Background: an optimization exercise with open tools, aiming at small area and a short achievable clock period. Do not read the settings as production practice.
RTL that was checked went through simulation tests only; none was proved equivalent to the original.
The RTL of runs 3 to 6 was laid out without a check of its function.
Power and IR drop assume default switching activity.

File: run.sh
#!/bin/bash
# synth_recipe.tcl (not shown) runs the flow's synth.tcl, then flattens the netlist and writes it again
# the make line also repeats each setting of config.mk as NAME=value (left out here)
make -C /OpenROAD-flow-scripts/flow DESIGN_CONFIG=/design/flow/config.mk WORK_HOME=/design/flow/orfs CLKGATE_MAP_FILE= SYNTH_SCRIPT=/design/flow/synth_recipe.tcl finish
File: config.mk
export PLATFORM = sky130hd
export DESIGN_NAME = ram_pipe
export DESIGN_NICKNAME = ram_pipe
export VERILOG_FILES = /design/flow/design.v
export SDC_FILE = /design/flow/constraint.sdc
export NUM_CORES = 4
export LEC_CHECK = 0
export ABC_CLOCK_PERIOD_IN_PS = 2000
export CAP_MARGIN = 20
export CORE_MARGIN = 2
export CORE_UTILIZATION = 55
export CTS_CLUSTER_DIAMETER = 60
export CTS_CLUSTER_SIZE = 30
export SETUP_SLACK_MARGIN = 1.6
export SLEW_MARGIN = 30
export SYNTH_HIERARCHICAL = 1
export SYNTH_MINIMUM_KEEP_SIZE = 0
File: constraint.sdc
create_clock -name core_clock -period 4.0 [get_ports {clk}]
set_input_delay 0.8000 -clock core_clock [delete_from_list [all_inputs] [get_ports {clk}]]
set_output_delay 0.8000 -clock core_clock [all_outputs]
set_load 0.01 [all_outputs]
File: design.v
module ram_pipe (
    input  logic        clk,
    input  logic        rst,
    input  logic        req_valid,
    output logic        req_ready,
    input  logic        req_we,
    input  logic [7:0]  req_addr,
    input  logic [15:0] req_wdata,
    output logic        rsp_valid,
    output logic [15:0] rsp_rdata,
    input  logic        clr_start,
    output logic        busy
);
    logic       busy_q, ready_q;
    logic [7:0] clr_q;
    logic       busy_d;
    logic       accept;
    assign accept = req_valid & ready_q;
    always_comb begin
        if (busy_q) busy_d = (clr_q != 8'hff);
        else        busy_d = clr_start;
    end
    always_ff @(posedge clk) begin
        if (!rst) begin
            busy_q  <= 1'b1;
            ready_q <= 1'b0;
            clr_q   <= '0;
        end else begin
            busy_q  <= busy_d;
            ready_q <= ~busy_d;
            clr_q   <= clr_q + {7'd0, busy_q};
        end
    end
    assign req_ready = ready_q;
    assign busy      = busy_q;
    logic ph_q;
    always_ff @(posedge clk) begin
        if (!rst) ph_q <= 1'b0;
        else      ph_q <= ~ph_q;
    end
    logic [7:0]  wa;
    logic        w_en;
    logic [15:0] wlo_q, whi_q;      
    logic [15:0] wlo_n_q, whi_n_q;  
    logic [15:0] wdx_q;             
    assign wa   = busy_q ? clr_q : req_addr;
    assign w_en = rst & (busy_q | (accept & req_we));
    always_ff @(posedge clk) begin
        for (int i = 0; i < 16; i++) begin
            wlo_q[i]   <= w_en & (wa[3:0] == i[3:0]);
            whi_q[i]   <= (wa[7:4] == i[3:0]);
            wlo_n_q[i] <= ~(w_en & (wa[3:0] == i[3:0]));
            whi_n_q[i] <= ~(wa[7:4] == i[3:0]);
        end
        if (w_en) wdx_q <= (busy_q ? 16'h0000 : req_wdata) ^ {16{~ph_q}};
    end
    logic [15:0]  mem [256];
    logic [255:0] wsel, whold;
    always_comb begin
        for (int w = 0; w < 256; w++) begin
            wsel[w]  = ~(wlo_n_q[w % 16] | whi_n_q[w / 16]);
            whold[w] = ~(wlo_q[w % 16] & whi_q[w / 16]);
        end
    end
    always_ff @(posedge clk) begin
        for (int w = 0; w < 256; w++) begin
            mem[w] <= ~((mem[w] | {16{wsel[w]}}) & (wdx_q | {16{whold[w]}}));
        end
    end
    logic [15:0]   dlo;     
    logic [3:0]    dmid;    
    logic [15:0]   dhi;     
    logic [4095:0] mem_flat;
    logic [63:0]   cand_flat;
    logic [15:0]   cand [4];
    logic          hit;
    always_comb begin
        for (int i = 0; i < 16; i++) begin
            dlo[i] = (req_addr[3:0] == i[3:0]);
            dhi[i] = (req_addr[7:4] == i[3:0]);
        end
        for (int i = 0; i < 4; i++) dmid[i] = (req_addr[5:4] == i[1:0]);
        for (int w = 0; w < 256; w++) mem_flat[w * 16 +: 16] = mem[w];
        for (int j = 0; j < 4; j++) cand[j] = cand_flat[j * 16 +: 16];
        hit = (|(wlo_q & dlo)) & (|(whi_q & dhi));
    end
    ram_pipe_rdsel u_rdsel (
        .mem  (mem_flat),
        .slo  (dlo),
        .smid (dmid),
        .cand (cand_flat)
    );
    logic [15:0] cand_q [4];
    logic [3:0]  csel_q;
    logic        hit_q;
    logic        v1_q, v2_q;
    logic [15:0] dat_q;
    logic [15:0] rd;
    always_ff @(posedge clk) begin
        for (int j = 0; j < 4; j++) begin
            cand_q[j] <= cand[j];
            csel_q[j] <= (req_addr[7:6] == j[1:0]);
        end
        hit_q <= hit;
    end
    always_comb begin
        rd = '0;
        for (int j = 0; j < 4; j++) rd = rd | (cand_q[j] & {16{csel_q[j]}});
        if (hit_q) rd = wdx_q;
        rd = rd ^ {16{~ph_q}};
    end
    always_ff @(posedge clk) begin
        if (!rst) begin
            v1_q  <= 1'b0;
            v2_q  <= 1'b0;
            dat_q <= '0;
        end else begin
            v1_q <= accept & ~req_we;
            v2_q <= v1_q;
            if (v1_q) dat_q <= rd;
        end
    end
    assign rsp_valid = v2_q;
    assign rsp_rdata = dat_q;
endmodule
module ram_pipe_rdsel (
    input  logic [4095:0] mem,
    input  logic [15:0]   slo,
    input  logic [3:0]    smid,
    output logic [63:0]   cand
);
    logic [15:0] grp;
    always_comb begin
        cand = '0;
        for (int j = 0; j < 4; j++) begin
            for (int m = 0; m < 4; m++) begin
                grp = '0;
                for (int l = 0; l < 16; l++) begin
                    grp = grp | (mem[(j * 64 + m * 16 + l) * 16 +: 16] & {16{slo[l]}});
                end
                cand[j * 16 +: 16] = cand[j * 16 +: 16] | (grp & {16{smid[m]}});
            end
        end
    end
endmodule
==> summary.txt, run 1 <==
fin. max-slew vios=0; Final Instance Area=161000 um2; Power Density=490 nW/um2; synthesized net count=13600; Area growth syn-to-layout=12.3%; wire per inst=35.0 um; worst-margin pin slew=1.32 ns; Setup violations, final=0; WS Path Type=input port to register; fin crit period=2.53 ns; area of placed instances=148000 um2; VDD IR max=0.414 mV; first-pass GRT wire length=827000 um; Synth area leaders=dfxtp_1, o22ai_1, a22o_1, a221oi_1, a22oi_1; largest net degree at the start of global routing=155; Required @ worst endpoint=4.81 ns; status=complete, no violations; Final ANT Viol Nets=0; FP Rows=187; commonest non-fill, non-tap cell in the layout=dfxtp_1; Syn Std Cell Area=143000 um2; CTS tree=yes; post-route insts no fill=16600; clk_skew=0.0666 ns; Cells after Synth=13500; Max Clk Rate=0.395 GHz; CP max FO=8; CP arrival=3.34 ns; most frequent cells in the layout=dfxtp_1, o22ai_1, a22o_1, a22oi_1, buf_4; number of synthesized flops with an enable pin=16; vias post-DR=127000; post-synth top area cell=dfxtp_1; Top Ports=48; IO buf count=47; layout cells sized above 1=0.132; DRT Wirelength=582000 um; unrepaired setup endpoints after global routing=yes; max-cap violations=0; Die Area=264000 um2; Post-CTS Hold Buffers=0; Tot GR Track Use=0.417; Clock Tree Buf Depth=4; CTS clock-pin slew for the worst setup and hold paths=0.09 ns; Synth cell types=51; startpoint types=input port; initial DRC count=18700; FF+latch count, synth=4274; Num Clock Sinks=4274; async set-reset flop share out of synthesis=0; core area=259000 um2; worst skew pair latency=1.00 ns; Inserted Clock Buffers=240; # placed instances=16100; number of remaining DRC errors=0; Detailed Place HPWL=351000 um; vias in the first global route=116000; share of the synthesized area in the top cell type=0.596; CTS root buf=clkbuf_16; CP endpoint kind=register; Starting Density=0.552; Hold Path Class=input port to register; sequential share of the synthesized area=0.599; Chip Height=514 um; post-synthesis area per instance=10.6 um2; Syn. warnings=11; Reg area=85800 um2; ys flop type=dfxtp_1; Die X-Extent=514 um; GRT Residual Overflow=0; Slew Limit Headroom=0.118; Final Wtd Congestion=0.975; P_leak=59.3 nW; final hold vios=0; htree depth=4; Tcrit/Tclk final=0.633; vias per inst=7.64; Pre-antenna DRT Iters=7; initial antenna violation count=31; Nets=13000; fill count=21000; area of the multi-input gates=52700 um2
synth_stat cells, drive strengths merged, types with 2 or more instances:
cell type / number
a22o: 705
nor3b: 2
a221oi: 705
dfxtp: 4258
and2: 14
and3: 2
o21a: 6
o22ai: 4099
a31oi: 19
mux2: 16
o21ai: 139
inv: 23
nand2: 321
ha: 2
edfxtp: 16
mux4: 5
xnor2: 21
buf: 517
o31a: 2
nand4: 194
nor3: 6
o31ai: 2
nor2: 294
nand3: 264
nand2b: 8
nand3b: 23
clkbuf: 1099
nor2b: 34
a22oi: 736
metal layers:
layer	track usage	share of wire	vias to the layer above	wire length, um
li1	-	-	53000	-
met1	0.568	0.39	63100	227000
met2	0.598	0.42	9044	244000
met3	0.116	0.13	1615	74300
met4	0.229	0.063	24	36500
met5	0.00457	0.00032	-	184
where the power goes:
part	total, W	switching, W	internal, W
Combinational	0.00552	0.00367	0.00186
Sequential	0.0435	0.000444	0.0431
Clock	0.0296	0.0169	0.0128
Yosys stat by module (local to each module, per instance):
| module | flip-flops and latches | cell area [um2] | cells inside |
|---|---|---|---|
| ram_pipe | 4274 | 120000 | 10400 |
| ram_pipe_rdsel | 0 | 22700 | 3164 |
path summary, 6_finish.rpt:
check | from | to | slack [ns] | cells after the start
setup / recovery | req_addr[1] | cand_q[0][15] | 1.47 | 12
hold reg to reg | mem[87][6] | mem[87][6] | 0.44 | 1
setup reg to reg | wlo_q[15] | mem[127][13] | 1.50 | 3
hold / removal | rst | busy_q | 0.21 | 2
layout make-up:
cell class                 instances  area share
multi-input combinational       7633       0.328
tap                             3402      0.0265
clock buffer                     254      0.0386
antenna                           34    0.000530
sequential                      4274       0.534
timing repair buffer             800      0.0551
clock inverter                   189      0.0159
inverter                          23    0.000537
kinds of logic after synthesis:
logic type | count (synthesis) | synth area share
simple gates | 1166 | 0.0388
xor+xnor | 22 | 0.00135
mux | 22 | 0.00217
flops | 4274 | 0.599
fa+ha+maj | 2 | 0.000175
compound gates | 6421 | 0.311
buf+inv | 1639 | 0.0471
per-stage QoR:
stage               total power [W]  setup slack (ns)   util  TNS [ns]  hold slack (ns)
global placement             0.0493            -0.477  0.572     -9.54            0.417
global route                 0.0804              1.53  0.620         0            0.226
CTS                          0.0783              1.54  0.615         0            0.157
finish                       0.0787              1.47  0.620         0            0.214
detailed placement           0.0494            -0.445  0.573     -8.54            0.427
floorplan                    0.0468              1.59      -         0            0.412
timing repair:
| item | in CTS | in global routing |
|---|---|---|
| pin swaps | 63 | 81 |
| buffers inserted | 37 | 10 |
| cloned | 23 | 8 |
| setup endpoints to repair | 97 | 69 |
| resized for setup | 308 | 175 |
state kept, by name (all words and copies together) (netlist names), 4 cells and up:
signal and flops:
cand_q 64, whi_n_q 16, csel_q 4, whi_q 16, mem 4096, wlo_n_q 16, dat_q 16, wdx_q 16
wlo_q 16, clr_q 8
critical path, cell delays in order:
cell and delay (ns):
buf_4 0.16, buf_4 0.18, nand2_4 0.11, buf_6 0.14, nor2_4 0.12, buf_12 0.17
bufbuf_16 0.30, a22o_1 0.23, a221oi_2 0.20, nand4_1 0.29, a22oi_2 0.44, nand3_2 0.17
==> run 2: changes to the inputs <==
--- a/config.mk
+++ b/config.mk
@@ -9,7 +9,7 @@
 export CAP_MARGIN = 20
 export CORE_MARGIN = 2
-export CORE_UTILIZATION = 55
-export CTS_CLUSTER_DIAMETER = 60
-export CTS_CLUSTER_SIZE = 30
+export CORE_UTILIZATION = 65
+export CTS_CLUSTER_DIAMETER = 55
+export CTS_CLUSTER_SIZE = 25
 export SETUP_SLACK_MARGIN = 1.6
 export SLEW_MARGIN = 30
==> run 2 against run 1 <==
  * Still clean
  * Cell count fell by 3.9%
  * Total power down 2.0%
  * Count of clock-buffer cells in the layout up 11
  * Critical path depth did not move
  * First-iteration DRC count grew 12%
  * Die area down 15%
  * Global-route usage increased by 6.1 points
  * Wire length shrank 3.1%
  * Final area fell by 2.1%
  * Critical path type unchanged
  * Largest cell class unchanged
  * Highest routed layer unchanged
==> summary.txt, run 2 <==
Tot GR Track Use=0.479 (+0.0611); Tcrit/Tclk final=0.662 (+0.0284); Clock Tree Buf Depth=3 (-1); synthesized net count=13600 (unchanged); Final ANT Viol Nets=0 (unchanged); VDD IR max=0.470 mV (+14%); Hold Path Class=register to register; global routing usage on met2=0.662 (+0.0642); area of the multi-input gates=52000 um2 (-1.5%); FF-to-FF path depth=2 (-1); Syn Std Cell Area=143000 um2 (unchanged); Synth cell types=51 (unchanged); Reg area=85900 um2 (about the same); Slew Limit Headroom=0.215 (+0.0970); wire per inst=35.3 um (+0.80%); worst skew pair latency=0.94 ns (-0.06 ns); met1 GRT Util=0.632 (+0.0639); fin. max-slew vios=0 (unchanged); FP Rows=172 (-8.0%); Post-synth top cells=dfxtp_1, o22ai_1, clkbuf_1; Power Density=490 nW/um2 (about the same); layout cells sized above 1=0.114 (-0.0178); most numerous cell in the Yosys netlist=dfxtp_1; Die X-Extent=473 um (-8.0%); worst hold endpoint=mem[143][7]; P_leak=58.0 nW (-2.1%); FF+latch count, synth=4274 (unchanged); core area=219000 um2 (-15%); Inserted Clock Buffers=235 (-2.1%); Final Util=0.717 (+0.0972); r2r endpoint=mem[186][13]; WS Path Type=input port to register; hold_sp=mem[143][7]; number of synthesized flops with an enable pin=16 (unchanged); Top Ports=48 (unchanged); worst-margin pin slew=1.18 ns (-0.146 ns); fin crit period=2.65 ns (+0.114 ns); max reg flops=4096 (unchanged); async set-reset flop share out of synthesis=0 (unchanged); post-synth top area cell=dfxtp_1; Cells after Synth=13500 (unchanged); largest net degree at the start of global routing=173 (+12%); grt met3 use=0.154 (+0.0383); Required @ worst endpoint=4.79 ns (-0.02 ns); sequential share of the synthesized area=0.599 (unchanged); Pre-antenna DRT Iters=7 (unchanged); vias post-DR=129000 (+1.5%); Die Area=224000 um2 (-15%); share of the synthesized area in the top cell type=0.596 (unchanged); Max Clk Rate=0.378 GHz (-4.3%); initial DRC count=20900 (+12%); first-pass GRT wire length=807000 um (-2.4%); vias in the first global route=117000 (+0.84%); Num Clock Sinks=4274 (unchanged); htree depth=4 (unchanged); CTS root buf=clkbuf_16; commonest non-fill, non-tap cell in the layout=dfxtp_1; Syn. warnings=11 (unchanged); CTS clock-pin slew for the worst setup and hold paths=0.09 ns (about the same); Area growth syn-to-layout=9.99%; Setup violations, final=0 (unchanged); GRT busiest layer=met2; Final Wtd Congestion=0.970 (-0.54%); # placed instances=15400 (-4.0%); CTS tree=yes; vias per inst=8.06 (+5.6%); initial antenna violation count=42 (+35%); reg-to-reg critical path startpoint=wlo_q[10]; Detailed Place HPWL=345000 um (-1.8%); Nets=12900 (-0.98%); most frequent cells in the layout=dfxtp_1, o22ai_1, a22oi_1, a22o_1, a221oi_1; Starting Density=0.652 (+0.100); Chip Height=473 um (-8.0%); unrepaired setup endpoints after global routing=yes; clk_skew=0.0361 ns (-0.0305 ns); Hold Path Cell Cnt=1 (-1); GRT Residual Overflow=0 (unchanged); Worst R2R Setup Slack=1.50 ns (about the same); DRT Wirelength=564000 um (-3.1%); status=complete, no violations; post-route insts no fill=16000 (-3.9%); post-synthesis area per instance=10.6 um2 (unchanged); max-cap violations=0 (unchanged); CP arrival=3.43 ns (+0.09 ns); fill count=15700 (-25%); final hold vios=0 (unchanged); Most flops, register=mem; number of remaining DRC errors=0 (unchanged); startpoint types=input port; Top Registers=mem (4096), cand_q (64); ys flop type=dfxtp_1; Synth area leaders=dfxtp_1, o22ai_1, a22o_1, a221oi_1, a22oi_1; CP max FO=7 (-1); IO buf count=47 (unchanged); CP endpoint kind=register
[run 2: cell types whose count changed in the layout (fill, tap and decap cells not counted), moves of 19 or more]
| cell | before | now |
|---|---|---|
| inv_12 | 23 | 3 |
| a221oi_1 | 532 | 615 |
| nor2_1 | 111 | 82 |
| o21ai_0 | 76 | 97 |
| nor2_2 | 170 | 199 |
| a221oi_2 | 163 | 84 |
| clkinv_8 | 40 | 21 |
| buf_4 | 542 | 448 |
| o21ai_2 | 27 | 5 |
[run 2: layout make-up]
class | instances | area share
Tap cell | 2871 | 0.0228
Sequential cell | 4274 | 0.546
Clock inverter | 168 | 0.0126
Timing Repair Buffer | 677 | 0.0477
Antenna cell | 50 | 0.000795
Multi-Input combinational cell | 7633 | 0.330
Inverter | 23 | 0.000565
Clock buffer | 265 | 0.0393
[run 2: worst max-delay path by stage]
stage / startpoint / end
floorplan: req_addr[0] / cand_q[0][10]
global placement: req_addr[2] / cand_q[2][15]
detailed placement: req_addr[0] / cand_q[2][15]
CTS: req_addr[3] / cand_q[2][13]
global route: req_addr[1] / cand_q[2][15]
finish: req_addr[0] / cand_q[2][12]
[run 2: cell families after synthesis]
| kind of cell | after synthesis | synth area share |
|---|---|---|
| buffers and inverters | 1639 | 0.0471 |
| flip-flops | 4274 | 0.599 |
| adder cells (fa/ha/maj) | 2 | 0.000175 |
| AO/OA/AOI/OAI | 6421 | 0.311 |
| XOR/XNOR | 22 | 0.00135 |
| AND/OR/NAND/NOR | 1166 | 0.0388 |
| multiplexers | 22 | 0.00217 |
[run 2: critical path, stage by stage]
cell	delay (ns)
buf_8	0.12
buf_6	0.11
nand2b_4	0.20
nor2_4	0.14
buf_12	0.19
buf_12	0.14
a22o_1	0.19
a221oi_1	0.55
nand4_1	0.16
buf_4	0.20
a22oi_2	0.47
nand3_1	0.14
[run 2: where the power goes]
part           switching, W  internal, W  leakage, nW  total, W
clock network        0.0155       0.0126         3.95    0.0281
registers          0.000488       0.0430         36.0    0.0435
logic               0.00365      0.00177         18.0   0.00542
[run 2: repair_timing]
action / 4_1_cts / 5_1_grt
hold buffers: 0 / 0
pin swaps: 24 / 22
gates resized for setup: 206 / 91
buffers inserted: 25 / 15
setup endpoints to repair: 83 / 61
endpoints found under the hold margin: 0 / 0
gates cloned: 13 / 4
[run 2: through the flow]
| stage | power, W | hold slack [ns] | worst slack, ns | area (um2) | TNS [ns] |
|---|---|---|---|---|---|
| final | 0.0771 | 0.438 | 1.35 | 157000 | 0 |
| after global routing | 0.0785 | 0.446 | 1.44 | 157000 | 0 |
| after CTS | 0.0765 | 0.359 | 1.56 | 156000 | 0 |
| after detailed placement | 0.0494 | 0.427 | -0.847 | 147000 | -10.76 |
| after global placement | 0.0493 | 0.417 | -0.801 | 146000 | -11.49 |
| after floorplan | 0.0468 | 0.412 | 1.59 | 143000 | 0 |
[run 2: routing by layer]
layer,wire length [um],share of wire,vias to the layer above
li1,-,-,52700
met1,203000,0.36,63000
met2,229000,0.41,10700
met3,84300,0.15,2306
met4,46100,0.082,24
met5,161,0.00029,-
[run 2: modules after synthesis, one instance, submodules excluded]
| module | area, um2 | copies in the design |
|---|---|---|
| ram_pipe_rdsel | 22700 | 1 |
| ram_pipe | 120000 | 1 |
==> run 3: changes to the inputs <==
--- a/design.v
+++ b/design.v
@@ -34,14 +34,9 @@
     assign req_ready = ready_q;
     assign busy      = busy_q;
-    logic ph_q;
-    always_ff @(posedge clk) begin
-        if (!rst) ph_q <= 1'b0;
-        else      ph_q <= ~ph_q;
-    end
     logic [7:0]  wa;
     logic        w_en;
     logic [15:0] wlo_q, whi_q;      
     logic [15:0] wlo_n_q, whi_n_q;  
-    logic [15:0] wdx_q;             
+    logic [15:0] wd_q;
     assign wa   = busy_q ? clr_q : req_addr;
     assign w_en = rst & (busy_q | (accept & req_we));
@@ -53,5 +48,5 @@
             whi_n_q[i] <= ~(wa[7:4] == i[3:0]);
         end
-        if (w_en) wdx_q <= (busy_q ? 16'h0000 : req_wdata) ^ {16{~ph_q}};
+        if (w_en) wd_q <= busy_q ? 16'h0000 : req_wdata;
     end
     logic [15:0]  mem [256];
@@ -65,5 +60,5 @@
     always_ff @(posedge clk) begin
         for (int w = 0; w < 256; w++) begin
-            mem[w] <= ~((mem[w] | {16{wsel[w]}}) & (wdx_q | {16{whold[w]}}));
+            mem[w] <= (wd_q & {16{wsel[w]}}) | (mem[w] & {16{whold[w]}});
         end
     end
@@ -107,6 +102,5 @@
         rd = '0;
         for (int j = 0; j < 4; j++) rd = rd | (cand_q[j] & {16{csel_q[j]}});
-        if (hit_q) rd = wdx_q;
-        rd = rd ^ {16{~ph_q}};
+        if (hit_q) rd = wd_q;
     end
     always_ff @(posedge clk) begin
--- a/config.mk
+++ b/config.mk
@@ -9,9 +9,7 @@
 export CAP_MARGIN = 20
 export CORE_MARGIN = 2
-export CORE_UTILIZATION = 65
-export CTS_CLUSTER_DIAMETER = 55
-export CTS_CLUSTER_SIZE = 25
-export SETUP_SLACK_MARGIN = 1.6
-export SLEW_MARGIN = 30
+export CORE_UTILIZATION = 55
+export SETUP_SLACK_MARGIN = 1.8
+export SLEW_MARGIN = 20
 export SYNTH_HIERARCHICAL = 1
 export SYNTH_MINIMUM_KEEP_SIZE = 0
==> run 3 against run 2 <==
  * Final area increased by 17%
  * Worst hold slack got worse by 0.049 ns
  * Highest routed layer unchanged
  * Total power increased by 14%
  * Critical path depth increased by 2
  * Now fails the layout checks on slew limit
==> summary.txt, run 3 <==
Power Density=480 nW/um2 (-2.1%); Max Clk Rate=0.397 GHz (+5.1%); initial antenna violation count=28 (-33%); Syn Std Cell Area=154000 um2 (+7.6%); final hold vios=0 (unchanged); Tcrit/Tclk final=0.630 (-0.0319); reg-to-reg critical path startpoint=v1_q; hold_sp=rst; CTS root buf=clkbuf_16; FF-to-FF path depth=2 (unchanged); Synth area leaders=dfxtp_1, a22o_1, a221oi_1, a22oi_1, buf_2; Post-CTS Hold Buffers=0 (unchanged); area of placed instances=161000 um2 (+9.3%); Pre-antenna DRT Iters=6 (-1); worst skew pair latency=1.00 ns (+0.06 ns); Top Ports=48 (unchanged); async set-reset flop share out of synthesis=0 (unchanged); Synth cell types=54 (+5.9%); DRT Wirelength=637000 um (+13%); CP arrival=3.35 ns (-0.08 ns); number of remaining DRC errors=0 (unchanged); Hold Path Cell Cnt=2 (+1); vias per inst=7.50 (-7.0%); largest net degree at the start of global routing=149 (-14%); IO buf count=47 (unchanged); Clock Tree Buf Depth=4 (+1); post-synth top area cell=dfxtp_1; sequential share of the synthesized area=0.557 (-0.0427); layout check fault list=slew limit; Hold Path Class=input port to register; Setup TNS=0 ns (unchanged); crit path from=req_addr[3]; Top Registers=mem (4096), cand_q (64); most numerous cell in the Yosys netlist=a22o_1; Tot GR Track Use=0.424 (-0.0543); number of synthesized flops with an enable pin=16 (unchanged); Chip Height=533 um (+13%); Required @ worst endpoint=4.84 ns (+0.05 ns); GRT Residual Overflow=0 (unchanged); Final ANT Viol Nets=0 (unchanged); fin. max-slew vios=52 (+52); P_leak=70.0 nW (+21%); FF+latch count, synth=4273 (-0.023%); status=finished with violations; Most flops, register=mem; Final Util=0.658 (-0.0591); WS Path Type=input port to register; most frequent cells in the layout=a22o_1, dfxtp_1, a22oi_1, buf_4, clkbuf_16; ys flop type=dfxtp_1; startpoint types=input port; worst-margin pin slew=1.59 ns (+0.412 ns); share of the synthesized area in the top cell type=0.554 (-0.0425); unrepaired setup endpoints after global routing=yes; VDD IR max=0.406 mV (-14%); fin crit period=2.52 ns (-0.128 ns); layout cells sized above 1=0.201 (+0.0872); wire per inst=36.6 um (+3.7%); vias post-DR=131000 (+1.4%); initial DRC count=17200 (-18%); Inserted Clock Buffers=432 (+84%); Final Wtd Congestion=0.926 (-4.5%); Slew Limit Headroom=-0.0601 (-0.275); Area growth syn-to-layout=19.2%; max reg flops=4096 (unchanged); commonest non-fill, non-tap cell in the layout=a22o_1; CTS clock-pin slew for the worst setup and hold paths=0.06 ns (-0.03 ns); clk_skew=0.0502 ns (+0.0141 ns); vias in the first global route=122000 (+4.0%); Final Instance Area=184000 um2 (+17%); Nets=13300 (+3.7%); post-synthesis area per instance=11.4 um2 (+7.9%); Post-synth top cells=a22o_1, dfxtp_1, clkbuf_1; CTS tree=yes; core area=279000 um2 (+27%); Setup violations, final=0 (unchanged); Syn. warnings=11 (unchanged); Die X-Extent=533 um (+13%); max-cap violations=0 (unchanged); htree depth=5 (+1); Num Clock Sinks=4273 (-0.023%); synthesized net count=13600 (-0.20%); Starting Density=0.552 (-0.100); first-pass GRT wire length=901000 um (+12%); Cells after Synth=13500 (-0.20%); CP endpoint kind=register; Detailed Place HPWL=376000 um (+9.0%); CP max FO=8 (+1); Die Area=284000 um2 (+27%); FP Rows=194 (+13%)
==> run 3: timing repair <==
item | CTS | global route
buffers inserted | 129 | 56
resized for setup | 687 | 309
gates cloned | 49 | 11
pin swaps | 180 | 194
setup endpoints to repair | 2431 | 1168
==> run 3: final cells by class <==
class                      instances  area [um2]
antenna                           17        42.5
clock buffer                     627       12800
clock inverter                   160        1920
fill                           20900       95300
inverter                          19        76.3
multi-input combinational       7616       66700
sequential                      4273       85800
tap                             3724        4660
timing repair buffer             972       11600
==> run 3: critical path, cell delays in order <==
cell and delay [ns]:
buf_12 0.12, buf_12 0.16, nand2b_4 0.20, buf_6 0.11, buf_6 0.10, nor2_4 0.05
buf_12 0.15, buf_16 0.16, buf_12 0.16, a221oi_4 0.31, nand4_1 0.29, a22oi_2 0.42
buf_4 0.21, nand3_2 0.06
==> run 3: logic make-up (layout without fill, tap and decap cells) <==
kind of cell	after synthesis	in the layout	share of synthesized area
multiplexers	8	8	0.000845
other	0	17	0
flip-flops	4273	4273	0.557
AO/OA/AOI/OAI	6454	6454	0.357
buffers and inverters	1631	1778	0.0468
AND/OR/NAND/NOR	1145	1146	0.0385
adder cells (fa/ha/maj)	2	2	0.000163
XOR/XNOR	6	6	0.000341
==> run 3: per-stage QoR <==
step                      cells  worst slack, ns  hold slack, ns  total power [W]
after global routing      17400             1.47           0.438           0.0899
after global placement    16400           -0.621           0.455           0.0463
after floorplan           13500             1.68           0.449           0.0452
final                     17400             1.48           0.389           0.0881
after detailed placement  16400           -0.584           0.460           0.0463
after CTS                 17300             1.60           0.364           0.0879
==> run 3: routing by layer <==
metal	share of wire	vias up	global-route usage
li1	-	53600	-
met2	0.42	8600	0.604
met4	0.068	8	0.243
met3	0.12	1625	0.107
met5	0.000082	-	0
met1	0.40	66800	0.583
==> run 3: report_power, final <==
part / leakage, nW / switching (W) / internal [W]
Sequential: 34.5 / 0.000330 / 0.0429
Combinational: 28.2 / 0.00192 / 0.000813
Clock: 7.27 / 0.0175 / 0.0246
Total: 70.0 / 0.0198 / 0.0683
==> run 3: Yosys stat by module (local to each module, per instance) <==
module / flops+latches / cell area [um2] / cells inside
ram_pipe_rdsel: 0 / 22700 / 3164
ram_pipe: 4273 / 131000 / 10400
==> run 3: path summary, 6_finish.rpt <==
path | endpoint | slack [ns]
max | cand_q[2][8] | 1.48
max reg2reg | dat_q[8] | 1.66
min reg2reg | dat_q[9] | 0.47
min | dat_q[7] | 0.39
==> run 4: changes to the inputs <==
--- a/design.v
+++ b/design.v
@@ -34,9 +34,14 @@
     assign req_ready = ready_q;
     assign busy      = busy_q;
+    logic ph_q;
+    always_ff @(posedge clk) begin
+        if (!rst) ph_q <= 1'b0;
+        else      ph_q <= ~ph_q;
+    end
     logic [7:0]  wa;
     logic        w_en;
     logic [15:0] wlo_q, whi_q;      
     logic [15:0] wlo_n_q, whi_n_q;  
-    logic [15:0] wd_q;
+    logic [15:0] wdx_q;             
     assign wa   = busy_q ? clr_q : req_addr;
     assign w_en = rst & (busy_q | (accept & req_we));
@@ -48,5 +53,5 @@
             whi_n_q[i] <= ~(wa[7:4] == i[3:0]);
         end
-        if (w_en) wd_q <= busy_q ? 16'h0000 : req_wdata;
+        if (w_en) wdx_q <= (busy_q ? 16'h0000 : req_wdata) ^ {16{~ph_q}};
     end
     logic [15:0]  mem [256];
@@ -60,13 +65,13 @@
     always_ff @(posedge clk) begin
         for (int w = 0; w < 256; w++) begin
-            mem[w] <= (wd_q & {16{wsel[w]}}) | (mem[w] & {16{whold[w]}});
+            mem[w] <= ~((mem[w] | {16{wsel[w]}}) & (wdx_q | {16{whold[w]}}));
         end
     end
     logic [15:0]   dlo;     
-    logic [3:0]    dmid;    
+    logic [1:0]    dmid;    
     logic [15:0]   dhi;     
     logic [4095:0] mem_flat;
-    logic [63:0]   cand_flat;
-    logic [15:0]   cand [4];
+    logic [127:0]  cand_flat;
+    logic [15:0]   cand [8];
     logic          hit;
     always_comb begin
@@ -75,7 +80,8 @@
             dhi[i] = (req_addr[7:4] == i[3:0]);
         end
-        for (int i = 0; i < 4; i++) dmid[i] = (req_addr[5:4] == i[1:0]);
+        dmid[0] = ~req_addr[4];
+        dmid[1] = req_addr[4];
         for (int w = 0; w < 256; w++) mem_flat[w * 16 +: 16] = mem[w];
-        for (int j = 0; j < 4; j++) cand[j] = cand_flat[j * 16 +: 16];
+        for (int j = 0; j < 8; j++) cand[j] = cand_flat[j * 16 +: 16];
         hit = (|(wlo_q & dlo)) & (|(whi_q & dhi));
     end
@@ -86,6 +92,6 @@
         .cand (cand_flat)
     );
-    logic [15:0] cand_q [4];
-    logic [3:0]  csel_q;
+    logic [15:0] cand_q [8];
+    logic [7:0]  csel_q;
     logic        hit_q;
     logic        v1_q, v2_q;
@@ -93,7 +99,7 @@
     logic [15:0] rd;
     always_ff @(posedge clk) begin
-        for (int j = 0; j < 4; j++) begin
+        for (int j = 0; j < 8; j++) begin
             cand_q[j] <= cand[j];
-            csel_q[j] <= (req_addr[7:6] == j[1:0]);
+            csel_q[j] <= (req_addr[7:5] == j[2:0]);
         end
         hit_q <= hit;
@@ -101,6 +107,7 @@
     always_comb begin
         rd = '0;
-        for (int j = 0; j < 4; j++) rd = rd | (cand_q[j] & {16{csel_q[j]}});
-        if (hit_q) rd = wd_q;
+        for (int j = 0; j < 8; j++) rd = rd | (cand_q[j] & {16{csel_q[j]}});
+        if (hit_q) rd = wdx_q;
+        rd = rd ^ {16{~ph_q}};
     end
     always_ff @(posedge clk) begin
@@ -121,15 +128,15 @@
     input  logic [4095:0] mem,
     input  logic [15:0]   slo,
-    input  logic [3:0]    smid,
-    output logic [63:0]   cand
+    input  logic [1:0]    smid,
+    output logic [127:0]  cand
 );
     logic [15:0] grp;
     always_comb begin
         cand = '0;
-        for (int j = 0; j < 4; j++) begin
-            for (int m = 0; m < 4; m++) begin
+        for (int j = 0; j < 8; j++) begin
+            for (int m = 0; m < 2; m++) begin
                 grp = '0;
                 for (int l = 0; l < 16; l++) begin
-                    grp = grp | (mem[(j * 64 + m * 16 + l) * 16 +: 16] & {16{slo[l]}});
+                    grp = grp | (mem[(j * 32 + m * 16 + l) * 16 +: 16] & {16{slo[l]}});
                 end
                 cand[j * 16 +: 16] = cand[j * 16 +: 16] | (grp & {16{smid[m]}});
--- a/config.mk
+++ b/config.mk
@@ -9,7 +9,9 @@
 export CAP_MARGIN = 20
 export CORE_MARGIN = 2
-export CORE_UTILIZATION = 55
+export CORE_UTILIZATION = 60
+export CTS_CLUSTER_DIAMETER = 55
+export CTS_CLUSTER_SIZE = 25
 export SETUP_SLACK_MARGIN = 1.8
-export SLEW_MARGIN = 20
+export SLEW_MARGIN = 30
 export SYNTH_HIERARCHICAL = 1
 export SYNTH_MINIMUM_KEEP_SIZE = 0
==> run 4 against run 3 <==
  * The run now finishes clean
  * Clock power is 22% lower
  * Total power fell by 5.5%
  * Maximum frequency grew 6.4%
  * Cell count is 6.3% lower
  * Via count is 1.8% lower
  * Combinational power rose by 110%
  * Worst hold slack worse by 0.072 ns
  * Sequential share of layout area up 5.7 points
  * Area after synthesis decreased by 6.0%
  * Largest power group unchanged
  * Highest routed layer unchanged
==> summary.txt, run 4 <==
ys flop type=dfxtp_1; Detailed Place HPWL=346000 um (-7.9%); Clock Tree Buf Depth=4 (unchanged); final hold vios=0 (unchanged); fin. max-slew vios=0 (-100%); Syn. warnings=11 (unchanged); DRT Wirelength=581000 um (-8.8%); multiplexer area fraction after synthesis=0.000907 (+0.0000623); number of synthesized flops with an enable pin=16 (unchanged); VDD IR max=0.476 mV (+17%); Synth Area in XOR/XNOR=0.00133 (+0.000990); core area=240000 um2 (-14%); Worst R2R Setup Slack=1.63 ns (-0.03 ns); Num Clock Sinks=4342 (+1.6%); Synth area leaders=dfxtp_1, o22ai_1, a22o_1, a221oi_1, clkbuf_1; Final ANT Viol Nets=0 (unchanged); Synth Area in Adders=0.000173 (+0.0000103); fill count=17400 (-16%); CTS clock-pin slew for the worst setup and hold paths=0.09 ns (+0.03 ns); fin crit period=2.37 ns (-0.152 ns); CP endpoint kind=register; Tcrit/Tclk final=0.592 (-0.0380); Most flops, register=mem; Pre-antenna DRT Iters=9 (+3); P_leak=61.5 nW (-12%); Inserted Clock Buffers=294 (-32%); max-cap violations=0 (unchanged); post-route insts no fill=16300 (-6.3%); Final Util=0.692 (+0.0341); CP max FO=16 (+8); most frequent cells in the layout=dfxtp_1, o22ai_1, a22o_1, a221oi_2, buf_4; Tot GR Track Use=0.447 (+0.0225); main combinational cell family by area after synthesis=compound AO/OA/AOI/OAI gates; max reg flops=4096 (unchanged); worst-margin pin slew=1.24 ns (-0.347 ns); post-synthesis area per instance=10.8 um2 (-5.5%); Top Registers=mem (4096), cand_q (128); Slew Limit Headroom=0.171 (+0.231); CP arrival=3.22 ns (-0.13 ns); Nets=12900 (-3.2%); Max Clk Rate=0.422 GHz (+6.4%); Setup violations, final=0 (unchanged); sequential share of the synthesized area=0.602 (+0.0449); IO buf count=47 (unchanged); Starting Density=0.602 (+0.0504); commonest non-fill, non-tap cell in the layout=dfxtp_1; # placed instances=15600 (-4.7%); initial antenna violation count=23 (-18%); number of remaining DRC errors=0 (unchanged); clk_skew=0.0589 ns (+0.00865 ns); Hold Path Class=input port to register; initial DRC count=18300 (+6.7%); largest net degree at the start of global routing=155 (+4.0%); share of the synthesized area in the top cell type=0.598 (+0.0447); worst skew pair latency=0.98 ns (-0.02 ns); vias post-DR=128000 (-1.8%); unrepaired setup endpoints after global routing=yes; Post-synth top cells=dfxtp_1, o22ai_1, clkbuf_1; CTS tree=yes; Die Area=245000 um2 (-14%); post-synth top area cell=dfxtp_1; CTS root buf=clkbuf_16; startpoint types=register; Post-CTS Hold Buffers=0 (unchanged); htree depth=5 (unchanged); wire per inst=35.6 um (-2.7%); Cells after Synth=13400 (-0.53%); async set-reset flop share out of synthesis=0 (unchanged); Syn Std Cell Area=145000 um2 (-6.0%); Die X-Extent=495 um (-7.1%); FP Rows=180 (-7.2%); FF+latch count, synth=4342 (+1.6%); synthesized net count=13500 (-0.52%); Top Ports=48 (unchanged); vias per inst=7.86 (+4.8%); Power Density=501 nW/um2 (+4.3%); post-synthesis simple-gate area fraction=0.0332 (-0.00528); WS Path Type=register to register; Synth cell types=57 (+5.6%); Final Wtd Congestion=0.961 (+3.8%); first-pass GRT wire length=825000 um (-8.4%); GRT Residual Overflow=0 (unchanged); status=complete, no violations; vias in the first global route=118000 (-3.1%); Area growth syn-to-layout=14.9%; Required @ worst endpoint=4.85 ns (about the same); compound-cell area share of the yosys netlist=0.316 (-0.0407); Chip Height=495 um (-7.1%); most numerous cell in the Yosys netlist=dfxtp_1; layout cells sized above 1=0.167 (-0.0348)
run 4: logic make-up after synthesis:
family | count (synthesis)
AOI/OAI and AO/OA | 6423
xor gates and xnor gates | 22
adders and majority gates | 2
buffers and inverters | 1644
DFF | 4342
muxes | 8
and+or+nand+nor | 1007
run 4: report_power, final:
group	switching [W]	internal [W]	total [W]
Clock	0.0163	0.0167	0.0330
Combinational	0.00363	0.00215	0.00578
Sequential	0.000611	0.0439	0.0445
Total	0.0206	0.0627	0.0833
run 4: what timing repair did:
item | 4_1_cts | 5_1_grt
gates cloned | 27 | 19
hold endpoints to repair | 0 | 0
resized for setup | 251 | 133
pin swaps | 51 | 48
setup endpoints to repair | 344 | 229
setup buffers | 95 | 45
run 4: cell type report:
type / instances / area, um2 / share of cell area
repair buffers: 769 / 9080 / 0.0546
well taps: 3185 / 3990 / 0.0240
diodes: 35 / 87.6 / 0.000526
inverters: 16 / 62.6 / 0.000376
clock buffers: 342 / 7870 / 0.0473
flip-flops and latches: 4342 / 87200 / 0.524
clock inverters: 166 / 2250 / 0.0135
multi-input cells: 7463 / 55800 / 0.335
run 4: worst paths after layout:
| kind | start | to | depth (start not counted) |
|---|---|---|---|
| setup reg to reg | wlo_q[11] | mem[91][13] | 3 |
| setup / recovery | wlo_q[11] | mem[91][13] | 3 |
| hold / removal | req_addr[4] | cand_q[4][15] | 2 |
| hold reg to reg | mem[10][2] | mem[10][2] | 1 |
run 4: worst max-delay path, cell delays in order (launching register included):
cell,delay (ns)
dfxtp_2,0.62
buf_4,0.71
nand2_1,0.60
o22ai_1,0.34
run 4: per-stage QoR:
stage          hold slack (ns)   TNS, ns  cell area [um2]  power (W)  worst slack [ns]
5_1_grt                  0.300         0           166000     0.0849              1.71
3_3_place_gp             0.418         0           152000     0.0505            0.0136
4_1_cts                  0.287         0           165000     0.0827              1.65
6_report                 0.318         0           166000     0.0833              1.63
3_5_place_dp             0.427  -0.00580           152000     0.0506          -0.00580
2_1_floorplan            0.412         0           150000     0.0483              1.65
run 4: Yosys stat by module (local to each module, per instance):
module / flops+latches / cell area (um2) / copies in the design / cells inside
ram_pipe_rdsel: 0 / 22600 / 1 / 2908
ram_pipe: 4342 / 122000 / 1 / 10500
run 4: layer usage:
metal | global-route usage | wire [um] | share of wire
met1 | 0.586 | 216000 | 0.37
met4 | 0.293 | 44700 | 0.077
met2 | 0.638 | 243000 | 0.42
met5 | 0 | 138 | 0.00024
met3 | 0.134 | 76800 | 0.13
==> run 5: changes to the inputs <==
--- a/config.mk
+++ b/config.mk
@@ -12,5 +12,5 @@
 export CTS_CLUSTER_DIAMETER = 55
 export CTS_CLUSTER_SIZE = 25
-export SETUP_SLACK_MARGIN = 1.8
+export SETUP_SLACK_MARGIN = 2.2
 export SLEW_MARGIN = 30
 export SYNTH_HIERARCHICAL = 1
==> run 5 against run 4 <==
  * Non-clock buffer count increased by 183
  * Combinational power grew 9.9%
  * Worst setup slack improved by 0.14 ns
  * Highest routed layer unchanged
  * Final area up 5.1%
  * Flip-flop and latch count stayed put
  * Worst hold slack better by 0.071 ns
  * Global-route usage grew 2.8 points
  * Clock power up 2%
  * Still clean on timing, DRC and antenna
  * Sequential power hardly changed
  * Sequential share of layout area fell by 2.5 points
  * Die area did not move
==> summary.txt, run 5 <==
CP endpoint kind=output pin; max-cap violations=0 (unchanged); Chip Height=495 um (unchanged); CP max FO=2 (-14); Hold Path Class=input port to register; Die Area=245000 um2 (unchanged); fin. max-slew vios=0 (unchanged); Slew Limit Headroom=0.140 (-0.0312); Tcrit/Tclk final=0.556 (-0.0362); Worst R2R Setup Slack=1.98 ns (+0.35 ns); Final Util=0.728 (+0.0356); Final ANT Viol Nets=0 (unchanged); crit path cell chain=buf_6; GRT Residual Overflow=0 (unchanged); crit path buf inv count=1 (unchanged); Die X-Extent=495 um (unchanged); CTS tree=yes; worst-margin pin slew=1.29 ns (+0.0468 ns); Final Wtd Congestion=0.947 (-1.5%); post-route insts no fill=16500 (+1.2%); synthesized net count=13500 (unchanged); ys flop type=dfxtp_1; CTS clock-pin slew for the worst setup and hold paths=0.09 ns (about the same); post-synth top area cell=dfxtp_1; Power Density=482 nW/um2 (-3.7%); total power=0.0844 W (+1.3%); Inserted Clock Buffers=300 (+2.0%); Final Instance Area=175000 um2 (+5.1%); # placed instances=15500 (-0.62%); max reg flops=4096 (unchanged); number of remaining DRC errors=0 (unchanged); Max Clk Rate=0.450 GHz (+6.5%); global routing usage on met2=0.675 (+0.0366); wire per inst=37.5 um (+5.2%); Nets=13100 (+1.5%); layout cells sized above 1=0.212 (+0.0452); Synth area leaders=dfxtp_1, o22ai_1, a22o_1, a221oi_1, clkbuf_1; IO buf count=47 (unchanged); vias post-DR=132000 (+2.9%); Syn. warnings=11 (unchanged); FF+latch count, synth=4342 (unchanged); share of the synthesized area in the top cell type=0.598 (unchanged); Tot GR Track Use=0.475 (+0.0283); status=complete, no violations; VDD IR max=0.489 mV (+2.6%); crit path from=dat_q[12]; Starting Density=0.602 (unchanged); async set-reset flop share out of synthesis=0 (unchanged); GRT busiest layer=met2; reg-to-reg critical path startpoint=csel_q[3]; final hold vios=0 (unchanged); Post-synth top cells=dfxtp_1, o22ai_1, clkbuf_1; Critical-path top delay cell=dfxtp_2; CP max stage delay=0.36 ns (-0.35 ns); most frequent cells in the layout=dfxtp_1, o22ai_1, a22o_1, a221oi_2, buf_4; FF-to-FF path depth=8 (+5); core area=240000 um2 (unchanged); Cells after Synth=13400 (unchanged); Critical Path Sink=rsp_rdata[12]; unrepaired setup endpoints after global routing=yes; htree depth=5 (unchanged); CP arrival=1.42 ns (-1.80 ns); r2r endpoint=dat_q[9]; WS Path Type=register to output pin; area of placed instances=151000 um2 (-0.68%); CTS root buf=clkbuf_16; vias per inst=7.99 (+1.7%); Most flops, register=mem; number of synthesized flops with an enable pin=16 (unchanged); commonest non-fill, non-tap cell in the layout=dfxtp_1; startpoint types=register; worst skew pair latency=1.00 ns (+0.02 ns); Setup violations, final=0 (unchanged); Top Registers=mem (4096), cand_q (128); post-synthesis area per instance=10.8 um2 (unchanged); WP depth=1 (-2); Syn Std Cell Area=145000 um2 (unchanged); fin crit period=2.22 ns (-0.145 ns); Num Clock Sinks=4342 (unchanged); met1 GRT Util=0.617 (+0.0305); initial DRC count=20100 (+10%); grt met3 use=0.146 (+0.0124); first-pass GRT wire length=866000 um (+4.9%); Synth cell types=57 (unchanged); sequential share of the synthesized area=0.602 (unchanged); initial antenna violation count=28 (+22%); DRT Wirelength=619000 um (+6.5%); clk_skew=0.0735 ns (+0.0146 ns); Clock Tree Buf Depth=4 (unchanged); vias in the first global route=121000 (+2.5%); Required @ worst endpoint=3.20 ns (-1.65 ns); largest net degree at the start of global routing=139 (-10%); Detailed Place HPWL=346000 um (+0.12%); Area growth syn-to-layout=20.8%; FP Rows=180 (unchanged); most numerous cell in the Yosys netlist=dfxtp_1; Pre-antenna DRT Iters=7 (-2); P_leak=64.7 nW (+5.2%); Post-CTS Hold Buffers=0 (unchanged); Top Ports=48 (unchanged); CP top delay family=flip-flops
==> run 5: area by class of cell <==
class                      instances  area [um2]
clock inverter                   185        2380
timing repair buffer             952       13600
multi-input combinational       7463       59600
antenna                           24        60.1
clock buffer                     344        8000
sequential                      4342       87300
tap                             3185        3990
fill                           16400       65400
inverter                          16        62.6
==> run 5: modules after synthesis (local to each module, per instance) <==
| module | flip-flops and latches | area [um2] | times used | cells inside |
|---|---|---|---|---|
| ram_pipe | 4342 | 122000 | 1 | 10500 |
| ram_pipe_rdsel | 0 | 22600 | 1 | 2908 |
==> run 5: routing by layer <==
metal  wire length, um  vias to the layer above
met1            225000                    65700
met4             51800                       28
met5               214                        -
li1                  -                    53700
met3             85900                     2402
met2            256000                    10200
==> run 5: power by group <==
group	internal (W)	switching (W)	leakage (nW)
clock network	0.0166	0.0169	5.03
registers	0.0439	0.000630	36.6
logic	0.00246	0.00390	23.0
==> run 5: logic make-up (layout without fill, tap and decap cells) <==
family,Yosys count,after routing,share of synthesized area
buffers and inverters,1644,1497,0.0469
multiplexers,8,8,0.000907
XOR/XNOR,22,22,0.00133
AND/OR/NAND/NOR,1007,1008,0.0332
other,0,24,0
flip-flops,4342,4342,0.602
AO/OA/AOI/OAI,6423,6423,0.316
adder cells (fa/ha/maj),2,2,0.000173
==> run 5: per-stage QoR <==
stage | hold slack [ns] | setup TNS (ns) | setup WS [ns]
6_report | 0.389 | 0 | 1.78
5_1_grt | 0.365 | 0 | 1.75
4_1_cts | 0.377 | 0 | 1.73
3_5_place_dp | 0.427 | -0.742 | -0.103
3_3_place_gp | 0.417 | -0.996 | -0.102
2_1_floorplan | 0.412 | 0 | 1.65
==> run 5: how the worst min path moves through the flow <==
stage,from,end,slack (ns),cells past startpoint
6_report,req_addr[4],cand_q[1][14],0.39,2
5_1_grt,req_addr[4],cand_q[1][14],0.37,2
4_1_cts,req_valid,v1_q,0.38,3
3_5_place_dp,mem[79][7],mem[79][7],0.43,1
3_3_place_gp,mem[194][3],mem[194][3],0.42,1
2_1_floorplan,mem[111][0],mem[111][0],0.41,1
==> run 5: what timing repair did <==
action,4_1_cts,5_1_grt
gates resized for setup,1018,374
cloned,101,22
buffers inserted,224,117
setup endpoints to repair,4149,1480
pin swaps,281,229
==> run 6: changes to the inputs <==
--- a/config.mk
+++ b/config.mk
@@ -9,8 +9,9 @@
 export CAP_MARGIN = 20
 export CORE_MARGIN = 2
-export CORE_UTILIZATION = 60
-export CTS_CLUSTER_DIAMETER = 55
-export CTS_CLUSTER_SIZE = 25
-export SETUP_SLACK_MARGIN = 2.2
+export CORE_UTILIZATION = 70
+export CTS_CLUSTER_DIAMETER = 60
+export CTS_CLUSTER_SIZE = 30
+export PLACE_DENSITY = 0.75
+export SETUP_SLACK_MARGIN = 1.9
 export SLEW_MARGIN = 30
 export SYNTH_HIERARCHICAL = 1
==> run 6 against run 5 <==
  * Highest routed layer unchanged
  * Global-route usage rose by 2.4 points
  * Combinational power fell by 11%
  * Largest power group unchanged
  * Maximum frequency fell by 11%
  * Register-to-register slack got worse by 0.33 ns
  * Area after synthesis did not move
  * Clock skew fell by 0.029 ns
  * First-iteration DRC count rose by 9.6%
==> summary.txt, run 6 <==
P_leak=59.3 nW (-8.3%); FF-to-FF path depth=4 (-4); Post-CTS Hold Buffers=0 (unchanged); synthesized net count=13500 (unchanged); Detailed Place HPWL=325000 um (-6.1%); Max Clk Rate=0.400 GHz (-11%); Final Wtd Congestion=0.991 (+4.7%); clk_skew=0.0447 ns (-0.0288 ns); share of the synthesized area in the top cell type=0.598 (unchanged); Slew Limit Headroom=0.222 (+0.0824); CTS clock-pin slew for the worst setup and hold paths=0.10 ns (about the same); status=complete, no violations; vias post-DR=130000 (-1.7%); GRT busiest layer=met2; layout cells sized above 1=0.158 (-0.0540); post-synth top area cell=dfxtp_1; core area=205000 um2 (-15%); post-synthesis area per instance=10.8 um2 (unchanged); hold_sp=req_addr[4]; Hold Path Class=input port to register; Final ANT Viol Nets=0 (unchanged); most frequent cells in the layout=dfxtp_1, o22ai_1, a22o_1, a221oi_2, a221oi_1; IO buf count=47 (unchanged); CP endpoint kind=register; Hold Path Cell Cnt=2 (unchanged); largest net degree at the start of global routing=135 (-2.9%); number of synthesized flops with an enable pin=16 (unchanged); Top Ports=48 (unchanged); initial DRC count=22100 (+9.6%); # placed instances=14900 (-3.9%); CTS tree=yes; Setup violations, final=0 (unchanged); GRT Residual Overflow=0 (unchanged); Nets=12600 (-3.8%); Synth cell types=57 (unchanged); initial antenna violation count=33 (+18%); htree depth=4 (-1); CP max FO=36 (+34); startpoint types=input port; FF+latch count, synth=4342 (unchanged); Most flops, register=mem; sequential share of the synthesized area=0.602 (unchanged); r2r endpoint=dat_q[14]; worst hold endpoint=cand_q[6][14]; CTS root buf=clkbuf_16; Final Util=0.793 (+0.0651); post-route insts no fill=15400 (-6.5%); Die X-Extent=459 um (-7.4%); Power Density=467 nW/um2 (-3.2%); Setup TNS=0 ns (unchanged); CP arrival=3.31 ns (+1.89 ns); first-pass GRT wire length=798000 um (-7.8%); Clock Tree Buf Depth=3 (-1); Tcrit/Tclk final=0.624 (+0.0687); Area growth syn-to-layout=12.3%; Die Area=210000 um2 (-14%); commonest non-fill, non-tap cell in the layout=dfxtp_1; ys flop type=dfxtp_1; fin. max-slew vios=0 (unchanged); Final Instance Area=163000 um2 (-7.1%); global routing usage on met2=0.698 (+0.0235); Inserted Clock Buffers=198 (-34%); met1 GRT Util=0.645 (+0.0280); most numerous cell in the Yosys netlist=dfxtp_1; Tot GR Track Use=0.499 (+0.0237); async set-reset flop share out of synthesis=0 (unchanged); Synth area leaders=dfxtp_1, o22ai_1, a22o_1, a221oi_1, clkbuf_1; grt met3 use=0.169 (+0.0230); worst-margin pin slew=1.17 ns (-0.124 ns); Num Clock Sinks=4342 (unchanged); Worst R2R Setup Slack=1.65 ns (-0.33 ns); Syn Std Cell Area=145000 um2 (unchanged); vias per inst=8.40 (+5.1%); Post-synth top cells=dfxtp_1, o22ai_1, clkbuf_1; max-cap violations=0 (unchanged); VDD IR max=0.497 mV (+1.5%); worst skew pair latency=0.93 ns (-0.07 ns); Cells after Synth=13400 (unchanged); FP Rows=166 (-7.8%); vias in the first global route=118000 (-2.8%); wire per inst=36.7 um (-2.1%); Syn. warnings=11 (unchanged); Top Registers=mem (4096), cand_q (128); reg-to-reg critical path startpoint=csel_q[2]; final hold vios=0 (unchanged); DRT Wirelength=567000 um (-8.5%); max reg flops=4096 (unchanged); area of placed instances=149000 um2 (-1.1%); WS Path Type=input port to register; Required @ worst endpoint=4.81 ns (+1.61 ns); fin crit period=2.50 ns (+0.275 ns); Pre-antenna DRT Iters=16 (+9); number of remaining DRC errors=0 (unchanged); Starting Density=0.706 (+0.104); unrepaired setup endpoints after global routing=yes; Chip Height=459 um (-7.4%)
run 6: cell counts after synthesis:
No cell type changed its count.
run 6: modules after synthesis (local to each module, per instance):
module,cell area (um2),cells,times used
ram_pipe_rdsel,22600,2908,1
ram_pipe,122000,10500,1
run 6: area by class of cell:
cell class	instances	area, um2
Inverter	16	62.6
Antenna cell	35	87.6
Fill cell	12500	42400
Tap cell	2688	3360
Clock buffer	218	5250
Timing Repair Buffer	558	7690
Sequential cell	4342	87300
Multi-Input combinational cell	7463	57300
Clock inverter	124	1560
run 6: cells by family after synthesis:
| group | synth area share |
|---|---|
| AOI/OAI and AO/OA | 0.316 |
| xor gates and xnor gates | 0.00133 |
| muxes | 0.000907 |
| buffers and inverters | 0.0469 |
| and+or+nand+nor | 0.0332 |
| DFF | 0.602 |
| adders and majority gates | 0.000173 |
run 6: power breakdown:
part	leakage (nW)	internal, W	switching (W)	total, W
sequential	36.6	0.0439	0.000639	0.0446
combinational	19.4	0.00206	0.00361	0.00567
clock	3.28	0.0106	0.0150	0.0256
total	59.3	0.0566	0.0193	0.0759
run 6: worst max path at each step:
stage,startpoint,to,slack (ns)
global placement,req_addr[3],cand_q[0][6],-0.08
CTS,busy_q,busy,1.70
global route,req_addr[0],cand_q[7][14],1.57
detailed placement,req_addr[3],cand_q[7][14],-0.07
floorplan,req_addr[0],cand_q[7][2],1.65
finish,req_addr[0],cand_q[7][14],1.50
run 6: critical path: stages:
cell and delay (ns):
buf_8 0.09, buf_12 0.12, buf_6 0.10, nand2b_4 0.18
nor2_4 0.06, buf_12 0.17, buf_6 0.24, a22o_1 0.32
a221oi_1 0.36, nand4_1 0.38, a22o_4 0.39
run 6: layer usage:
layer,part of all wire,vias up
met5,0.00055,-
met4,0.096,34
met3,0.15,2764
met2,0.40,11200
met1,0.34,63300
li1,-,52500
run 6: timing repair:
item | 4_1_cts | 5_1_grt
hold endpoints to repair | 0 | 0
resized for setup | 406 | 293
endpoints found under the setup margin | 1224 | 1253
setup buffers | 54 | 47
pin swaps | 70 | 139
cloned | 30 | 40
run 6: through the flow:
stage                     setup slack (ns)  total power [W]  hold slack [ns]
after floorplan                       1.65           0.0483            0.412
after global placement             -0.0800           0.0501            0.417
after detailed placement           -0.0748           0.0503            0.427
after CTS                             1.70           0.0748            0.288
after global routing                  1.57           0.0771            0.303
final                                 1.50           0.0759            0.326
==> run 7: changes to the inputs <==
--- a/design.v
+++ b/design.v
@@ -69,5 +69,4 @@
     end
     logic [15:0]   dlo;     
-    logic [1:0]    dmid;    
     logic [15:0]   dhi;     
     logic [4095:0] mem_flat;
@@ -80,16 +79,20 @@
             dhi[i] = (req_addr[7:4] == i[3:0]);
         end
-        dmid[0] = ~req_addr[4];
-        dmid[1] = req_addr[4];
         for (int w = 0; w < 256; w++) mem_flat[w * 16 +: 16] = mem[w];
         for (int j = 0; j < 8; j++) cand[j] = cand_flat[j * 16 +: 16];
         hit = (|(wlo_q & dlo)) & (|(whi_q & dhi));
     end
-    ram_pipe_rdsel u_rdsel (
-        .mem  (mem_flat),
-        .slo  (dlo),
-        .smid (dmid),
-        .cand (cand_flat)
-    );
+    for (genvar j = 0; j < 8; j++) begin : g_rdsel
+        logic [31:0] sel;
+        ram_pipe_rddec u_rddec (
+            .addr (req_addr[4:0]),
+            .sel  (sel)
+        );
+        ram_pipe_rdsel u_rdsel (
+            .mem  (mem_flat[j * 512 +: 512]),
+            .sel  (sel),
+            .cand (cand_flat[j * 16 +: 16])
+        );
+    end
     logic [15:0] cand_q [8];
     logic [7:0]  csel_q;
@@ -125,21 +128,21 @@
     assign rsp_rdata = dat_q;
 endmodule
+module ram_pipe_rddec (
+    input  logic [4:0]  addr,
+    output logic [31:0] sel
+);
+    always_comb begin
+        for (int i = 0; i < 32; i++) sel[i] = (addr == i[4:0]);
+    end
+endmodule
 module ram_pipe_rdsel (
-    input  logic [4095:0] mem,
-    input  logic [15:0]   slo,
-    input  logic [1:0]    smid,
-    output logic [127:0]  cand
+    input  logic [511:0] mem,
+    input  logic [31:0]  sel,
+    output logic [15:0]  cand
 );
-    logic [15:0] grp;
     always_comb begin
         cand = '0;
-        for (int j = 0; j < 8; j++) begin
-            for (int m = 0; m < 2; m++) begin
-                grp = '0;
-                for (int l = 0; l < 16; l++) begin
-                    grp = grp | (mem[(j * 32 + m * 16 + l) * 16 +: 16] & {16{slo[l]}});
-                end
-                cand[j * 16 +: 16] = cand[j * 16 +: 16] | (grp & {16{smid[m]}});
-            end
+        for (int i = 0; i < 32; i++) begin
+            cand = cand | (mem[i * 16 +: 16] & {16{sel[i]}});
         end
     end
--- a/config.mk
+++ b/config.mk
@@ -9,9 +9,9 @@
 export CAP_MARGIN = 20
 export CORE_MARGIN = 2
-export CORE_UTILIZATION = 70
+export CORE_UTILIZATION = 65
 export CTS_CLUSTER_DIAMETER = 60
 export CTS_CLUSTER_SIZE = 30
-export PLACE_DENSITY = 0.75
-export SETUP_SLACK_MARGIN = 1.9
+export PLACE_DENSITY = 0.72
+export SETUP_SLACK_MARGIN = 2.1
 export SLEW_MARGIN = 30
 export SYNTH_HIERARCHICAL = 1
==> run 7 against run 6 <==
  * Synthesized cell count rose by 4.6%
  * Critical path type unchanged
  * Sequential power fell by 0.9%
  * Register-to-register slack improved by 0.36 ns
  * Largest cell class unchanged
  * Flip-flop and latch count did not move
  * Total power fell by 0.25%
  * First-iteration DRC count rose by 0.87%
  * Critical endpoint is now cand_q[3][1]
  * Die area rose by 9.3%
  * Clock power rose by 5%
==> summary.txt, run 7 <==
Final Util=0.733 (-0.0597); htree depth=4 (unchanged); Syn Std Cell Area=147000 um2 (+1.5%); GRT Residual Overflow=0 (unchanged); Detailed Place HPWL=361000 um (+11%); area of the multi-input gates=56700 um2 (-0.99%); Tot GR Track Use=0.479 (-0.0195); Post-CTS Hold Buffers=0 (unchanged); FF-to-FF path depth=3 (-1); Area growth syn-to-layout=12.2% (about the same); Die X-Extent=480 um (+4.5%); vias post-DR=132000 (+1.8%); number of remaining DRC errors=0 (unchanged); commonest non-fill, non-tap cell in the layout=dfxtp_1; clk_skew=0.0433 ns (-0.00132 ns); Cells after Synth=14100 (+4.6%); core area=225000 um2 (+9.7%); CTS clock-pin slew for the worst setup and hold paths=0.11 ns (about the same); WS Path Type=input port to register; CP endpoint kind=register; Starting Density=0.654 (-0.0526); FP Rows=174 (+4.8%); worst-margin pin slew=1.14 ns (-0.0299 ns); Max Clk Rate=0.427 GHz (+6.7%); # placed instances=15800 (+6.4%); Synth cell types=53 (-7.0%); initial antenna violation count=56 (+70%); post-route insts no fill=16700 (+8.1%); CTS tree=yes; worst skew pair latency=0.94 ns (about the same); Pre-antenna DRT Iters=17 (+1); Synth area leaders=dfxtp_1, o22ai_1, a22oi_1, clkbuf_1, nand4_1; setup ws final=1.66 ns (+0.156 ns); P_leak=59.4 nW (+0.18%); Syn. warnings=12 (+1); Nets=13500 (+7.3%); max-cap violations=0 (unchanged); number of synthesized flops with an enable pin=16 (unchanged); fin. max-slew vios=0 (unchanged); status=complete, no violations; Num Clock Sinks=4342 (unchanged); Hold Path Cell Cnt=3 (+1); final hold vios=0 (unchanged); Final ANT Viol Nets=0 (unchanged); async set-reset flop share out of synthesis=0 (unchanged); r2r endpoint=mem[253][4]; Chip Height=480 um (+4.5%); most numerous cell in the Yosys netlist=dfxtp_1; Most flops, register=mem; post-synthesis area per instance=10.5 um2 (-2.9%); initial DRC count=22300 (+0.87%); layout cells sized above 1=0.182 (+0.0245); ys flop type=dfxtp_1; CP max FO=8 (-78%); Hold Path Class=input port to register; DRT Wirelength=588000 um (+3.7%); synthesized net count=14100 (+4.6%); fin crit period=2.34 ns (-0.156 ns); unrepaired setup endpoints after global routing=yes; most frequent cells in the layout=dfxtp_1, o22ai_1, a22oi_1, a22oi_2, buf_4; Clock Tree Buf Depth=3 (unchanged); hold_sp=req_addr[4]; CTS root buf=clkbuf_16; CP arrival=3.16 ns (-0.15 ns); Reg area=87300 um2 (about the same); share of the synthesized area in the top cell type=0.589 (-0.00904); Top Ports=48 (unchanged); Setup TNS=0 ns (unchanged); largest net degree at the start of global routing=148 (+9.6%); pre-CTS setup slack=0.162 ns (+0.237 ns); fill count=15700 (+26%); first-pass GRT wire length=830000 um (+4.0%); post-synth top area cell=dfxtp_1; startpoint types=input port; FF+latch count, synth=4342 (unchanged); Setup violations, final=0 (unchanged); Power Density=459 nW/um2 (-1.7%); Tcrit/Tclk final=0.585 (-0.0390); Required @ worst endpoint=4.82 ns (about the same); vias per inst=7.92 (-5.8%); Post-synth top cells=dfxtp_1, o22ai_1, a22oi_1; IO buf count=47 (unchanged); Worst R2R Setup Slack=2.01 ns (+0.36 ns); Top Registers=mem (4096), cand_q (128); Slew Limit Headroom=0.242 (+0.0199); reg-to-reg critical path startpoint=whi_q[15]; wire per inst=35.2 um (-4.0%); VDD IR max=0.539 mV (+8.5%); sequential share of the synthesized area=0.592 (-0.00909); worst hold endpoint=hit_q; Die Area=230000 um2 (+9.3%); vias in the first global route=119000 (+1.3%); Final Wtd Congestion=1.02 (+2.6%); Inserted Clock Buffers=207 (+4.5%); max reg flops=4096 (unchanged)
## run 7: cell count changes in the layout (fill, tap and decap cells not counted), sizes merged, moves of 21 or more
cell	delta
a22oi	+2016
nor2	+220
a22o	-1153
nand3	+21
nand3b	+23
nand4	+240
clkbuf	-28
buf	+381
or4	+128
a221oi	-1024
inv	+30
or3b	+23
## run 7: final cells by class
class | instances | share of cell area
clock inverters | 151 | 0.0118
diodes | 37 | 0.000561
well taps | 2992 | 0.0227
flip-flops and latches | 4342 | 0.529
multi-input cells | 8011 | 0.344
repair buffers | 902 | 0.0580
inverters | 34 | 0.000774
clock buffers | 221 | 0.0329
## run 7: power by group
group | internal (W) | leakage (nW) | switching (W)
Combinational | 0.00146 | 19.2 | 0.00316
Clock | 0.0112 | 3.56 | 0.0157
Sequential | 0.0437 | 36.7 | 0.000477
## run 7: metal layers
metal	vias up	global-route usage	share of wire
met4	54	0.335	0.088
met3	2469	0.164	0.15
met2	10800	0.671	0.41
met5	-	0.00601	0.0013
li1	54500	-	-
met1	64400	0.620	0.35
## run 7: modules after synthesis (local to each module, per instance)
module          flops+latches  area [um2]
ram_pipe_rddec              0         221
ram_pipe_rdsel              0        2950
ram_pipe                 4342      122000
## run 7: worst max-delay path, cell delays in order
cell	delay (ns)
buf_16	0.14
buf_12	0.16
buf_16	0.17
buf_8	0.14
nand3b_1	0.17
buf_6	0.16
nor2_4	0.07
buf_8	0.16
a22oi_2	0.28
nand4_1	0.32
or4_1	0.56
## run 7: worst max path at each step
stage / startpoint / to / slack [ns] / cells past startpoint
detailed placement: req_addr[4] / cand_q[3][5] / 0.16 / 7
global placement: req_addr[4] / cand_q[3][2] / 0.09 / 7
floorplan: req_addr[4] / cand_q[1][10] / 1.81 / 8
finish: req_addr[1] / cand_q[3][1] / 1.66 / 11
CTS: dat_q[7] / rsp_rdata[7] / 1.69 / 1
global route: dat_q[10] / rsp_rdata[10] / 1.67 / 1
## run 7: metrics by stage
step | instance area [um2] | hold slack (ns) | total power, W
after floorplan | 147000 | 0.412 | 0.0471
after global placement | 147000 | 0.418 | 0.0487
after detailed placement | 147000 | 0.428 | 0.0488
after CTS | 161000 | 0.371 | 0.0749
after global routing | 165000 | 0.372 | 0.0771
final | 165000 | 0.394 | 0.0757
## run 7: repair_timing
action | in CTS | in global routing
buffers inserted | 195 | 179
gates resized for setup | 1074 | 467
setup endpoints to repair | 3056 | 966
pin swaps | 357 | 384
gates cloned | 44 | 22
## run 7: cell families after synthesis
group / Yosys count / synth area share
flip-flops: 4342 / 0.592
AND/OR/NAND/NOR: 1683 / 0.0589
adder cells (fa/ha/maj): 2 / 0.000170
buffers and inverters: 1720 / 0.0588
multiplexers: 11 / 0.00160
AO/OA/AOI/OAI: 6286 / 0.287
XOR/XNOR: 22 / 0.00131

-- static timing again, ports no longer ideal --
The flow's constraints put no driver on any port. The routed layouts listed below were extracted and timed again, unchanged, in two steps.
Step 1 assumes that a clkbuf_16 drives the clock port and a buf_2 every other input.
Step 2 times the ports against the registers' clock, not the clock port: input delays grow and output delays shrink by t, the midpoint of the rising clock arrivals with the driver on.
a / b / c = ideal / step 1 / step 2; a / b = the first two.
| run | t, ns | setup WS [ns] | worst setup path at the end | pins driven straight from the clock port |
|---|---|---|---|---|
| run 1 | 1.075 | 1.466 / 1.497 / 0.468 | input to register | 1 |
| run 2 | 1.026 | 1.353 / 1.378 / 0.352 | input to register | 1 |
| run 3 | 1.083 | 1.480 / 1.526 / 0.443 | input to register | 1 |
| run 4 | 1.050 | 1.632 / 1.632 / 0.633 | input to register | 1 |
| run 5 | 1.058 | 1.777 / 1.678 / 0.665 | input to register | 1 |
| run 6 | 1.017 | 1.502 / 1.520 / 0.503 | input to register | 1 |
| run 7 | 1.022 | 1.658 / 1.406 / 0.384 | input to register | 1 |
The setup slack of run 7, which loses most, moves by -0.252 ns with the drivers and by -1.274 ns with both steps.
